Context: an optimization exercise on an open-source flow, tuned for small area. The choices shown serve that exercise and are no tape-out recipe.
At most, simulation tests tie the RTL to the original design; equivalence was not proved.

==> inputs of run a <==
==> flow/design.v <==
package gpp_pkg;
   localparam int unsigned BEAT_W = 134;
   localparam int unsigned PAY_W  = 128;
   localparam int unsigned MD_W   = 256;
   localparam int unsigned CLS_W  = 384;
   localparam logic [1:0] TYPE_HEAD = 2'b01;
   localparam logic [1:0] TYPE_BODY = 2'b11;
   localparam logic [1:0] TYPE_TAIL = 2'b10;
   localparam logic [15:0] ETH_IPV4 = 16'h0800;
   localparam logic [15:0] ETH_IPV6 = 16'h86DD;
   localparam logic [15:0] ETH_ARP  = 16'h0806;
   localparam logic [15:0] ETH_VLAN = 16'h8100;
   localparam logic [7:0]  PROTO_TCP = 8'd6;
   localparam logic [7:0]  PROTO_UDP = 8'd17;
   localparam logic [7:0] PST_NONE     = 8'h00;
   localparam logic [7:0] PST_V4_TCP   = 8'h01;
   localparam logic [7:0] PST_V4       = 8'h02;
   localparam logic [7:0] PST_ARP      = 8'h03;
   localparam logic [7:0] PST_V4_UDP   = 8'h07;
   localparam logic [7:0] PST_V6_TCP   = 8'h81;
   localparam logic [7:0] PST_V6       = 8'h82;
   localparam logic [7:0] PST_V6_UDP   = 8'h83;
   localparam logic [7:0] PST_VLAN_BIT = 8'h40;
   typedef enum logic [1:0] {
      PS_IDLE    = 2'd0,
      PS_TRANS   = 2'd1,
      PS_DISCARD = 2'd2
   } parse_state_t;
   typedef enum logic [2:0] {
      CS_IDLE  = 3'd0,
      CS_WRITE = 3'd1,
      CS_READ  = 3'd2,
      CS_WAIT  = 3'd3,
      CS_ACK   = 3'd4
   } cfg_state_t;
   localparam logic [7:0] REG_STATUS = 8'h01;
   localparam logic [7:0] REG_IN_PKT = 8'h03;
   localparam logic [7:0] REG_MD     = 8'h05;
   localparam logic [7:0] REG_PHV    = 8'h07;
   localparam logic [7:0] REG_CACHE  = 8'h09;
   localparam logic [7:0] REG_DROP   = 8'h0B;
   localparam logic [7:0] REG_ERR    = 8'h0D;
   localparam logic [7:0] REG_BEATS  = 8'h0F;
   function automatic logic [7:0] pst_of(input logic [15:0] etype,
                                         input logic [7:0]  v4_proto,
                                         input logic [7:0]  v6_nh);
      logic [7:0] pst;
      pst = PST_NONE;
      if (etype == ETH_IPV6) begin
         if (v6_nh == PROTO_TCP)      pst = PST_V6_TCP;
         else if (v6_nh == PROTO_UDP) pst = PST_V6_UDP;
         else                         pst = PST_V6;
      end else if (etype == ETH_IPV4) begin
         if (v4_proto == PROTO_TCP)      pst = PST_V4_TCP;
         else if (v4_proto == PROTO_UDP) pst = PST_V4_UDP;
         else                            pst = PST_V4;
      end else if (etype == ETH_ARP) begin
         pst = PST_ARP;
      end
      pst_of = pst;
   endfunction
endpackage
import gpp_pkg::*;
module gpp_pst_cls (
   input  logic [CLS_W-1:0] i_hdr,
   output logic [7:0]       o_pst
);
   logic [15:0] w_etype;
   logic        w_unused;
   assign w_etype  = i_hdr[287:272];
   assign w_unused = ^i_hdr;
   assign o_pst = gpp_pkg::pst_of(w_etype, i_hdr[199:192], i_hdr[223:216]);
endmodule
import gpp_pkg::*;
module gpp_param #(
   parameter logic [7:0]  LMID      = 8'd1,
   parameter logic [7:0]  NMID      = 8'd2,
   parameter int unsigned PHV_BEATS = 8,
   parameter logic [7:0]  DROP_LO   = 8'd2,
   parameter logic [7:0]  DROP_HI   = 8'd4
) (
   input  logic                         clk,
   input  logic                         rst,
   input  logic                         pktin_data_wr,
   input  logic [BEAT_W-1:0]            pktin_data,
   input  logic                         pktin_valid_wr,
   input  logic                         pktin_data_valid,
   output logic                         pktin_ready,
   output logic [PAY_W*PHV_BEATS-1:0]   out_gpp_phv,
   output logic                         out_gpp_phv_wr,
   input  logic                         in_gpp_phv_alf,
   output logic [MD_W-1:0]              out_gpp_md,
   output logic                         out_gpp_md_wr,
   input  logic                         in_gpp_md_alf,
   output logic                         out_gpp_data_wr,
   output logic [BEAT_W-1:0]            out_gpp_data,
   output logic                         out_gpp_valid_wr,
   output logic                         out_gpp_valid,
   input  logic                         in_gpp_data_alf,
   input  logic                         cfg2gpp_cs_n,
   output logic                         gpp2cfg_ack_n,
   input  logic                         cfg2gpp_rw,
   input  logic [31:0]                  cfg2gpp_addr,
   input  logic [31:0]                  cfg2gpp_wdata,
   output logic [31:0]                  gpp2cfg_rdata
);
   localparam int unsigned PHV_W  = PAY_W * PHV_BEATS;
   localparam int unsigned STEP_W = 4;    
   localparam logic [STEP_W-1:0] STEP_MAX = '1;
   logic [1:0]        r_state;
   logic [STEP_W-1:0] r_step;
   logic [MD_W-1:0]   r_md;
   logic [PHV_W-1:0]  r_phv;
   logic [31:0]       r_in_pkt_cnt, r_md_cnt, r_cache_cnt, r_drop_cnt, r_err_cnt;
   logic              r_emit;
   logic              r_cs_s1, r_cs_s2;
   logic [1:0]        r_cfg_sub;
   logic [1:0]        w_type;
   logic [PAY_W-1:0]  w_pay;
   logic [PAY_W-1:0]  w_pay_trans;
   logic              w_in_trans, w_is_head, w_is_tail, w_drop;
   logic              w_head_ok, w_fwd, w_err, w_tail, w_good, w_drop_ev;
   logic [CLS_W-1:0]  w_cls_in;
   logic [7:0]        w_pst;
   logic [31:0]       w_rd_mux;
   logic              w_unused;
   assign w_type      = pktin_data[133:132];
   assign w_pay       = pktin_data[PAY_W-1:0];
   assign w_drop      = (w_pay[87:80] >= DROP_LO) && (w_pay[87:80] <= DROP_HI);
   assign pktin_ready = ~(in_gpp_md_alf | in_gpp_phv_alf | in_gpp_data_alf);
   assign w_unused    = ^{cfg2gpp_wdata, cfg2gpp_addr[31:10], cfg2gpp_addr[1:0]};
   assign w_in_trans = (r_state == PS_TRANS);
   assign w_is_head  = (w_type == TYPE_HEAD);
   assign w_is_tail  = (w_type == TYPE_TAIL);
   assign w_head_ok  = pktin_data_wr & w_is_head & ~w_in_trans & ~w_drop;
   assign w_drop_ev  = pktin_data_wr & w_is_head & ~w_in_trans & w_drop;
   assign w_fwd      = pktin_data_wr & w_in_trans & ~w_is_head;
   assign w_err      = pktin_data_wr & w_in_trans & w_is_head;
   assign w_tail     = w_fwd & w_is_tail;
   assign w_good     = w_tail & pktin_data_valid;
   assign w_pay_trans = w_pay & {PAY_W{w_in_trans}};
   always_ff @(posedge clk) begin
      if (!w_in_trans) r_md[PAY_W-1:0] <= w_pay;
      if (r_step == STEP_W'(1)) r_md[MD_W-1:PAY_W] <= w_pay;
   end
   for (genvar k = 0; k < PHV_BEATS; k++) begin : g_slot
      always_ff @(posedge clk) begin
         if (!w_in_trans || r_step == STEP_W'(k + 2))
            r_phv[PHV_W-1-PAY_W*k -: PAY_W] <= w_pay_trans;
      end
   end
   assign out_gpp_phv = r_phv;
   if (PHV_W >= CLS_W) begin : g_cls_full
      assign w_cls_in = r_phv[PHV_W-1 -: CLS_W];
   end else begin : g_cls_pad
      assign w_cls_in = {r_phv, {(CLS_W-PHV_W){1'b0}}};
   end
   gpp_pst_cls u_cls (
      .i_hdr (w_cls_in),
      .o_pst (w_pst)
   );
   always_comb begin
      out_gpp_md = r_md;
      if (r_md[87:80] == LMID) begin
         out_gpp_md[87:80] = NMID;
         out_gpp_md[79:72] = w_pst;
      end
   end
   always_ff @(posedge clk) begin
      out_gpp_data  <= {(w_in_trans & w_is_head) ? TYPE_TAIL : w_type, pktin_data[BEAT_W-3:0]};
      out_gpp_valid <= pktin_data_valid & ~w_is_head;
   end
   always_ff @(posedge clk) begin
      if (rst) begin
         r_state          <= PS_IDLE;
         out_gpp_data_wr  <= 1'b0;
         out_gpp_valid_wr <= 1'b0;
         r_emit           <= 1'b0;
      end else begin
         out_gpp_data_wr  <= w_head_ok | w_fwd | w_err;
         out_gpp_valid_wr <= w_tail | w_err;
         r_emit           <= w_good;
         if (w_err || w_drop_ev)                         r_state <= PS_DISCARD;
         else if (w_head_ok)                             r_state <= PS_TRANS;
         else if (pktin_data_wr && w_is_tail)            r_state <= PS_IDLE;
      end
   end
   assign out_gpp_md_wr  = r_emit;
   assign out_gpp_phv_wr = r_emit;
   always_ff @(posedge clk) begin
      if (w_head_ok)                          r_step <= STEP_W'(1);
      else if (w_fwd && r_step != STEP_MAX)   r_step <= r_step + STEP_W'(1);
   end
   function automatic logic [31:0] inc32(input logic [31:0] v);
      logic c;
      c = 1'b1;
      for (int i = 0; i < 32; i++) begin
         inc32[i] = v[i] ^ c;
         c        = c & v[i];
      end
   endfunction
   always_ff @(posedge clk) begin
      if (rst) begin
         r_in_pkt_cnt <= 32'd0;
         r_md_cnt     <= 32'd0;
         r_cache_cnt  <= 32'd0;
         r_drop_cnt   <= 32'd0;
         r_err_cnt    <= 32'd0;
      end else begin
         if (pktin_valid_wr)  r_in_pkt_cnt <= inc32(r_in_pkt_cnt);
         if (w_good)          r_md_cnt     <= inc32(r_md_cnt);
         if (w_tail | w_err)  r_cache_cnt  <= inc32(r_cache_cnt);
         if (w_drop_ev)       r_drop_cnt   <= inc32(r_drop_cnt);
         if (w_err)           r_err_cnt    <= inc32(r_err_cnt);
      end
   end
   always_comb begin
      w_rd_mux = 32'd0;
      case (cfg2gpp_addr[9:2])
         REG_STATUS: w_rd_mux = {r_state, 26'd0, pktin_ready, in_gpp_md_alf,
                                 in_gpp_phv_alf, in_gpp_data_alf};
         REG_IN_PKT: w_rd_mux = r_in_pkt_cnt;
         REG_MD:     w_rd_mux = r_md_cnt;
         REG_PHV:    w_rd_mux = r_md_cnt;
         REG_CACHE:  w_rd_mux = r_cache_cnt;
         REG_DROP:   w_rd_mux = r_drop_cnt;
         REG_ERR:    w_rd_mux = r_err_cnt;
         REG_BEATS:  w_rd_mux = 32'(PHV_BEATS);
         default:    w_rd_mux = 32'd0;
      endcase
   end
   always_ff @(posedge clk) begin
      if (rst) begin
         r_cs_s1       <= 1'b1;
         r_cs_s2       <= 1'b1;
         r_cfg_sub     <= 2'd0;
         gpp2cfg_ack_n <= 1'b1;
      end else begin
         r_cs_s1 <= cfg2gpp_cs_n;
         r_cs_s2 <= r_cs_s1;
         if (gpp2cfg_ack_n) begin
            case (r_cfg_sub)
               2'd0: if (!r_cs_s2) r_cfg_sub <= cfg2gpp_rw ? 2'd2 : 2'd1;
               2'd2: r_cfg_sub <= 2'd3;
               default: begin
                  r_cfg_sub     <= 2'd0;
                  gpp2cfg_ack_n <= 1'b0;
               end
            endcase
         end else if (r_cs_s2) begin
            gpp2cfg_ack_n <= 1'b1;
         end
      end
   end
   always_ff @(posedge clk) begin
      if (r_cfg_sub == 2'd2) gpp2cfg_rdata <= w_rd_mux;
   end
endmodule
==> flow/flow/run.sh <==
#!/bin/bash
# Own layout flow: the standard flow (standard.sh, unchanged synthesis) with
# the smallest buffer on the ports and a clock tree of clkbuf_8 without dummy loads.
set -o pipefail
export BUFFER_PORTS_ARGS="-buffer_cell sky130_fd_sc_hd__buf_1"
export CTS_ARGS="-sink_clustering_enable -repair_clock_nets -dont_use_dummy_load -buf_list sky130_fd_sc_hd__clkbuf_8 -sink_clustering_size 20 -sink_clustering_max_diameter 60"
bash standard.sh > standard.log 2>&1
==> flow/standard.sh <==
#!/bin/bash
# synth_recipe.tcl (not shown) runs the flow's synth.tcl, then flattens the netlist and writes it again
# the make line also repeats each setting of config.mk as NAME=value (left out here)
make -C /OpenROAD-flow-scripts/flow DESIGN_CONFIG=/design/flow/config.mk WORK_HOME=/design/flow/orfs CLKGATE_MAP_FILE= SYNTH_SCRIPT=/design/flow/synth_recipe.tcl "${@:-finish}"
==> flow/config.mk <==
export PLATFORM = sky130hd
export DESIGN_NAME = gpp_param
export DESIGN_NICKNAME = gpp_param
export VERILOG_FILES = /design/flow/design.v
export SDC_FILE = /design/flow/constraint.sdc
export NUM_CORES = 4
export LEC_CHECK = 0
export CAP_MARGIN = 20
export CORE_AREA = 4 4 576 576
export DIE_AREA = 0 0 580 580
export PLACE_DENSITY = 0.85
export SLEW_MARGIN = 20
==> flow/constraint.sdc <==
create_clock -name core_clock -period 10.0 [get_ports {clk}]
set_input_delay 2.0000 -clock core_clock [delete_from_list [all_inputs] [get_ports {clk}]]
set_output_delay 2.0000 -clock core_clock [all_outputs]
set_load 0.01 [all_outputs]
==> run b (differences from run a) <==
--- a/flow/design.v
+++ b/flow/design.v
@@ -193,5 +193,5 @@
    end
-   function automatic logic [31:0] inc32(input logic [31:0] v);
+   function automatic logic [31:0] inc32(input logic [31:0] v, input logic cin);
       logic c;
-      c = 1'b1;
+      c = cin;
       for (int i = 0; i < 32; i++) begin
@@ -209,7 +209,7 @@
       end else begin
-         if (pktin_valid_wr)  r_in_pkt_cnt <= inc32(r_in_pkt_cnt);
-         if (w_good)          r_md_cnt     <= inc32(r_md_cnt);
-         if (w_tail | w_err)  r_cache_cnt  <= inc32(r_cache_cnt);
-         if (w_drop_ev)       r_drop_cnt   <= inc32(r_drop_cnt);
-         if (w_err)           r_err_cnt    <= inc32(r_err_cnt);
+         r_in_pkt_cnt <= inc32(r_in_pkt_cnt, pktin_valid_wr);
+         r_md_cnt     <= inc32(r_md_cnt,     w_good);
+         r_cache_cnt  <= inc32(r_cache_cnt,  w_tail | w_err);
+         r_drop_cnt   <= inc32(r_drop_cnt,   w_drop_ev);
+         r_err_cnt    <= inc32(r_err_cnt,    w_err);
       end
==> flow/flow/run.sh (replaced) <==
#!/bin/bash
# Own layout flow: the standard flow (standard.sh, unchanged synthesis) with
# the smallest buffer on the ports and a clock tree of clkbuf_4 without dummy loads.
set -o pipefail
export BUFFER_PORTS_ARGS="-buffer_cell sky130_fd_sc_hd__buf_1"
export CTS_ARGS="-sink_clustering_enable -repair_clock_nets -dont_use_dummy_load -buf_list sky130_fd_sc_hd__clkbuf_4 -sink_clustering_size 8 -sink_clustering_max_diameter 40"
bash standard.sh > standard.log 2>&1
Settings changed: PLACE_DENSITY 0.85 to 0.95.
==> run c (differences from run a) <==
--- a/flow/design.v
+++ b/flow/design.v
@@ -107,3 +107,3 @@
    localparam int unsigned PHV_W  = PAY_W * PHV_BEATS;
-   localparam int unsigned STEP_W = 4;    
+   localparam int unsigned STEP_W = $clog2(PHV_BEATS + 3);
    localparam logic [STEP_W-1:0] STEP_MAX = '1;
==> flow/run.sh (new file) <==
#!/bin/bash
# synth_recipe.tcl (not shown) runs the flow's synth.tcl, then flattens the netlist and writes it again
# the make line also repeats each setting of config.mk as NAME=value (left out here)
make -C /OpenROAD-flow-scripts/flow DESIGN_CONFIG=/design/flow/config.mk WORK_HOME=/design/flow/orfs CLKGATE_MAP_FILE= SYNTH_SCRIPT=/design/flow/synth_recipe.tcl finish
Settings changed: CORE_AREA 4 4 576 576 to 4 4 336 336, DIE_AREA 0 0 580 580 to 0 0 340 340, PLACE_DENSITY 0.85 to default.
removed: flow/flow/run.sh
removed: flow/standard.sh
==> run notes <==
DIE WIDTH: 340 µm
Site row count: 121
Initial Util: 50.0%
Log Error: [ERROR PPL-0024] Number of IO pins (1661) exceeds maximum number of available positions (1228). Increase the die perimeter from 1360.00um to 2258.96um.
Outcome: stopped before the end
Sequential fraction of the synthesis area: 83.5%
Post-synth top cells: edfxtp_1 (1,312), dfxtp_1 (309), buf_4 (244)
Mapped cell area: 54,600 µm²
Die Ht: 340 µm
Top cells by area, synth: edfxtp_1 (72%), dfxtp_1 (11%), ha_1 (3.5%)
Failed at: 3_2_place_iop
Average size of a mapped cell: 18.3 µm²
Top-area cell type share of the netlist area: 72.1%
Dominant cell type by area after synthesis: edfxtp_1
Most common cell in the netlist: edfxtp_1
Mux cell area share after synthesis: 0.733%
XOR/XNOR Fraction of Synth Area: 0.176%
Post-Synth Adder-Cell Area: 3.53%
Share of synthesized cell area in and, or, nand and nor gates: 4.61%
Unique masters post-synth: 53
Cells after synthesis: 2,984
That was run c.
==> run notes <==
Outcome: timing/DRC/antenna clean
Initial Util: 16.5%
Die Ht: 580 µm
Average size of a mapped cell: 20.1 µm²
Share of synthesized cell area in and, or, nand and nor gates: 4.78%
Cells after synthesis: 2,660
Most common cell in the netlist: edfxtp_1
XOR/XNOR Fraction of Synth Area: 0.115%
Post-Synth Adder-Cell Area: 3.72%
Unique masters post-synth: 53
Top-area cell type share of the netlist area: 73.7%
Post-synth top cells: edfxtp_1 (1,312), dfxtp_1 (309), buf_4 (243)
DIE WIDTH: 580 µm
Dominant cell type by area after synthesis: edfxtp_1
That was run b.
==> run notes <==
Cells after synthesis: 2,984
XOR/XNOR Fraction of Synth Area: 0.176%
Site row count: 209
Outcome: timing/DRC/antenna clean
Unique masters post-synth: 53
Dominant cell type by area after synthesis: edfxtp_1
Top cells by area, synth: edfxtp_1 (72%), dfxtp_1 (11%), ha_1 (3.5%)
Post-Synth Adder-Cell Area: 3.53%
Average size of a mapped cell: 18.3 µm²
Mux cell area share after synthesis: 0.733%
Die Ht: 580 µm
Share of synthesized cell area in and, or, nand and nor gates: 4.61%
Sequential fraction of the synthesis area: 83.5%
Yosys warns: 2
Total track usage: 14.2%
Mapped cell area: 54,600 µm²
DIE WIDTH: 580 µm
Post-synth top cells: edfxtp_1 (1,312), dfxtp_1 (309), buf_4 (244)
Initial Util: 16.8%
That was run a.
The RTL of run c was laid out without a check of its function.

-- static timing again, ports no longer ideal --
The results above use ideal ports. As a check the final layouts listed here were re-extracted and re-timed, cells and wires unchanged.
Step 1, drivers: a clkbuf_16 drives clk and a buf_2 each remaining input, both assumed.
Step 2 adds t to the input delays and takes it off the output delays; t is the mean of the earliest and latest rising clock arrival at the registers after step 1. Input paths then give back, and output paths get back, about the clock's delay inside the block.
a / b / c = ideal / step 1 / step 2; a / b = the first two.
| run | t, ns | slack for setup (ns) | hold WS [ns] | worst setup path at the end |
|---|---|---|---|---|
| run a | 1.018 | 3.598 / 3.598 / 3.598 | 0.418 / 0.418 / 0.418 | register to register |
| run b | 1.237 | 1.836 / 1.878 / 0.641 | 0.511 / 0.511 / 0.511 | input to register |
After both steps every run listed still meets setup and hold. For run b, which loses most, drivers alone change the setup slack by +0.042 ns; drivers and shift together by -1.195 ns.
